Context: an optimization exercise on an open-source flow, tuned for small area and a short achievable clock period. The choices shown serve that exercise and are no tape-out recipe. The RTL was checked by simulation tests, not by an equivalence proof against the original design.

Setup of the baseline:
==> flow/design.v <==
package mask_alu_pkg;
  localparam int VLEN         = 128;
  localparam int VL_WIDTH     = 8;
  localparam int VSTART_WIDTH = 7;
  localparam int TAG_WIDTH    = 4;
  localparam logic [2:0] FUNCT3_OPMVV = 3'b010;
  localparam logic [5:0] FUNCT6_VMANDN = 6'b011000;
  localparam logic [5:0] FUNCT6_VMAND  = 6'b011001;
  localparam logic [5:0] FUNCT6_VMOR   = 6'b011010;
  localparam logic [5:0] FUNCT6_VMXOR  = 6'b011011;
  localparam logic [5:0] FUNCT6_VMORN  = 6'b011100;
  localparam logic [5:0] FUNCT6_VMNAND = 6'b011101;
  localparam logic [5:0] FUNCT6_VMNOR  = 6'b011110;
  localparam logic [5:0] FUNCT6_VMXNOR = 6'b011111;
  localparam logic [5:0] FUNCT6_VWXUNARY0 = 6'b010000;
  localparam logic [5:0] FUNCT6_VMUNARY0  = 6'b010100;
  localparam logic [4:0] VS1_VFIRST = 5'b10001;
  localparam logic [4:0] VS1_VMSBF  = 5'b00001;
  localparam logic [4:0] VS1_VMSOF  = 5'b00010;
  localparam logic [4:0] VS1_VMSIF  = 5'b00011;
  typedef logic [VLEN-1:0]         vreg_t;
  typedef logic [VL_WIDTH-1:0]     vl_t;
  typedef logic [VSTART_WIDTH-1:0] vstart_t;
  typedef logic [TAG_WIDTH-1:0]    tag_t;
  typedef enum logic [3:0] {
    OP_NONE,
    OP_ANDN,
    OP_AND,
    OP_OR,
    OP_XOR,
    OP_ORN,
    OP_NAND,
    OP_NOR,
    OP_XNOR,
    OP_MSBF,
    OP_MSIF,
    OP_MSOF,
    OP_FIRST
  } mask_op_e;
endpackage
module mask_alu_top (
  input  logic          clk,
  input  logic          reset,
  input  logic          uop_valid,
  input  logic [2:0]    funct3,
  input  logic [5:0]    funct6,
  input  logic [4:0]    vs1_op,
  input  logic          vm,
  input  logic [7:0]    vl,
  input  logic [6:0]    vstart,
  input  logic [3:0]    tag,
  input  logic [127:0]  vs1_data,
  input  logic          vs1_valid,
  input  logic [127:0]  vs2_data,
  input  logic          vs2_valid,
  input  logic [127:0]  v0_data,
  input  logic          v0_valid,
  input  logic [127:0]  vd_data,
  input  logic          vd_valid,
  output logic          result_valid,
  output logic [3:0]    result_tag,
  output logic [127:0]  result_data
);
  logic f3_ok, is_logic, is_unary, is_first, accept;
  assign f3_ok    = (funct3 == 3'b010);
  assign is_logic = f3_ok & (funct6[5:3] == 3'b011);
  assign is_unary = f3_ok & (funct6 == 6'b010100) & (vs1_op[4:2] == 3'b000) & (vs1_op[1:0] != 2'b00);
  assign is_first = f3_ok & (funct6 == 6'b010000) & (vs1_op == 5'b10001);
  assign accept   = uop_valid & (
      (is_logic & vs1_valid & vs2_valid & vd_valid & vm) |
      (is_unary & ~vs1_valid & vs2_valid & (vm | (vd_valid & v0_valid))) |
      (is_first & ~vs1_valid & vs2_valid & (vm | v0_valid)));
  logic sel_l, sel_u, sel_f;
  assign sel_l = funct6[3];
  assign sel_u = ~funct6[3] & funct6[2];
  assign sel_f = ~funct6[3] & ~funct6[2];
  logic [3:0] tt;
  always_comb begin
    case (funct6[2:0])
      3'b000:  tt = 4'b0100;  
      3'b001:  tt = 4'b1000;  
      3'b010:  tt = 4'b1110;  
      3'b011:  tt = 4'b0110;  
      3'b100:  tt = 4'b1101;  
      3'b101:  tt = 4'b0111;  
      3'b110:  tt = 4'b0001;  
      default: tt = 4'b1001;  
    endcase
  end
  logic [127:0] s;
  assign s = vs2_data & ({128{vm}} | v0_data);
  logic [127:0] lvl [0:7];
  logic [31:0]  g1, gp;
  logic [127:0] p;
  assign lvl[0] = s;
  genvar g, i;
  generate
    for (g = 0; g < 7; g++) begin : g_pref
      for (i = 0; i < 128; i++) begin : g_bit
        if ((i >> g) & 1)
          assign lvl[g+1][i] = lvl[g][i] | lvl[g][((i >> g) << g) - 1];
        else
          assign lvl[g+1][i] = lvl[g][i];
      end
    end
    for (g = 0; g < 32; g++) begin : g_grp
      assign g1[g] = lvl[2][4*g+3];
      assign gp[g] = p[4*g];
    end
  endgenerate
  assign p = {lvl[7][126:0], 1'b0};
  logic [31:0] gfirst;
  logic [6:0]  idx;
  always_comb begin
    gfirst = g1 & ~gp;
    idx = '0;
    for (int m = 0; m < 32; m++) begin
      idx[6:2] = idx[6:2] | ({5{gfirst[m]}} & 5'(m));
      idx[1]   = idx[1] | (gfirst[m] & ~s[4*m] & ~s[4*m+1]);
      idx[0]   = idx[0] | (gfirst[m] & ~s[4*m] & (s[4*m+1] | ~s[4*m+2]));
    end
  end
  logic [127:0] thr;
  logic [7:0]   st_gt, st_eq;
  logic [15:0]  st_lo;
  always_comb begin
    for (int h = 0; h < 8; h++) begin
      st_gt[h] = (vstart[6:4] > 3'(h));
      st_eq[h] = (vstart[6:4] == 3'(h));
    end
    for (int l = 0; l < 16; l++) st_lo[l] = (vstart[3:0] > 4'(l));
    for (int k = 0; k < 128; k++)
      thr[k] = st_gt[k/16] | (st_eq[k/16] & st_lo[k%16]);
  end
  logic [7:0]  vl_gt, vl_eq, blk_any, blk_part;
  logic [15:0] vl_lo;
  logic        found;
  always_comb begin
    for (int h = 0; h < 8; h++) begin
      vl_gt[h] = vl[7] | (vl[6:4] > 3'(h));
      vl_eq[h] = ~vl[7] & (vl[6:4] == 3'(h));
    end
    for (int l = 0; l < 16; l++) vl_lo[l] = (vl[3:0] > 4'(l));
    for (int h = 0; h < 8; h++) begin
      blk_any[h]  = |s[16*h +: 16];
      blk_part[h] = |(s[16*h +: 16] & vl_lo);
    end
    found = |((vl_gt & blk_any) | (vl_eq & blk_part));
  end
  logic       gu;
  logic [3:0] gt;
  assign gu = sel_u & ~vm;
  always_comb begin
    if (sel_l)      gt = tt;
    else if (sel_u) gt = {1'b0, vs1_op[1], 1'b0, vs1_op[0]};   
    else            gt = 4'b0000;
  end
  logic [127:0] merged;
  logic [127:0] fres;
  assign fres = {{121{~found}}, idx | {7{~found}}};
  always_comb begin
    for (int k = 0; k < 128; k++) begin
      logic x, y, z, rr;
      x  = (sel_l & thr[k]) | (gu & ~v0_data[k]);
      y  = sel_l & vs1_data[k];
      z  = sel_u & (vm | v0_data[k]);
      rr = (x ? vd_data[k] : gt[{vs2_data[k], y}]) & ~(p[k] & z);
      merged[k] = sel_f ? fres[k] : rr;
    end
  end
  always_ff @(posedge clk) begin
    if (reset) result_valid <= 1'b0;
    else       result_valid <= accept;
  end
  always_ff @(posedge clk) begin
    result_tag  <= tag;
    result_data <= merged;
  end
endmodule
Settings: LEC_CHECK=0, ABC_AREA=1, CAP_MARGIN=20, CORE_AREA=5 5 235 235, DIE_AREA=0 0 240 240, SETUP_SLACK_MARGIN=5, SLEW_MARGIN=20; clock period 8.0 ns.
standard.sh (not shown) runs the stock make flow with config.mk's settings and CLKGATE_MAP_FILE= SYNTH_SCRIPT=/design/flow/synth_recipe.tcl, a recipe that flattens the netlist after the stock synthesis.
==> flow/flow/run.sh <==
#!/bin/bash
# Standard ORFS layout (the standard.sh), with plain buf_1 cells as the port
# buffers and cell resizing not restricted to the same footprint.
set -euo pipefail
export BUFFER_PORTS_ARGS="-buffer_cell sky130_fd_sc_hd__buf_1"
sed 's/CLKGATE_MAP_FILE= /CLKGATE_MAP_FILE= MATCH_CELL_FOOTPRINT=0 /' standard.sh > standard_mod.sh
grep -q 'MATCH_CELL_FOOTPRINT=0' standard_mod.sh
bash standard_mod.sh > standard_flow.log 2>&1
For the candidate, these inputs were changed with respect to the baseline:
-- flow/design.v --
<<< the baseline, line 110
  endgenerate
  assign p = {lvl[7][126:0], 1'b0};
  logic [31:0] gfirst;
  logic [6:0]  idx;
  always_comb begin
    gfirst = g1 & ~gp;
    idx = '0;
    for (int m = 0; m < 32; m++) begin
      idx[6:2] = idx[6:2] | ({5{gfirst[m]}} & 5'(m));
      idx[1]   = idx[1] | (gfirst[m] & ~s[4*m] & ~s[4*m+1]);
      idx[0]   = idx[0] | (gfirst[m] & ~s[4*m] & (s[4*m+1] | ~s[4*m+2]));
    end
  end
  logic [127:0] thr;
>>> the candidate, line 110
  endgenerate
  assign p = {lvl[7][126:0], 1'b0};
  logic [6:0] idx;
  always_comb begin
    logic       an [0:7][0:127];
    logic [6:0] ix [0:7][0:127];
    for (int k = 0; k < 128; k++) begin
      an[0][k] = s[k];
      ix[0][k] = '0;
    end
    for (int l = 1; l <= 7; l++) begin
      for (int n = 0; n < (128 >> l); n++) begin
        an[l][n] = an[l-1][2*n] | an[l-1][2*n+1];
        ix[l][n] = an[l-1][2*n] ? ix[l-1][2*n] : (ix[l-1][2*n+1] | 7'(1 << (l-1)));
      end
    end
    idx = ix[7][0];
  end
  logic [127:0] thr;
### Flow results
Result: PASS for each of the candidate and the baseline
| worst setup slack after placement | the candidate vs the baseline | 0.38 ns higher |
Going from the baseline to the candidate, final critical delay including setup and external delays fell by 0.26 ns, routed wire length fell by about 7.5%, fmax rose by 0.021 GHz.
Per the comparison of the candidate with the baseline, part of the Yosys area used for sequential elements went up 0.24 points; die outline height stayed essentially flat.

## static timing again, ports no longer ideal
No port has a modelled driver above. Below, the same layouts with a new extraction and two added sets of constraints. Step 1, drivers: a clkbuf_16 drives clk and a buf_2 each remaining input, both assumed. Step 2 moves the port delays by t, midway between the first and last clock arrival at a register: inputs arrive t later, outputs are due t later. That takes back most of the time a late clock gives input paths. Three values: ideal ports, drivers, drivers and shift; two values: the first two.
| run | t (ns) | setup WS [ns] | clock arrival spread, ns | worst slew at a driven data input, ns | cell pins on the clock port's net |
|---|---|---|---|---|---|
| the baseline | 0.569 | 4.292 / 4.098 / 3.529 | 0.014 / 0.014 | 0.29 | 1 |
| the candidate | 0.568 | 4.555 / 4.290 / 3.722 | 0.016 / 0.016 | 0.43 | 1 |
After both steps every run listed still meets setup and hold. For the candidate, which loses most, drivers alone change the setup slack by -0.265 ns; drivers and shift together by -0.833 ns.
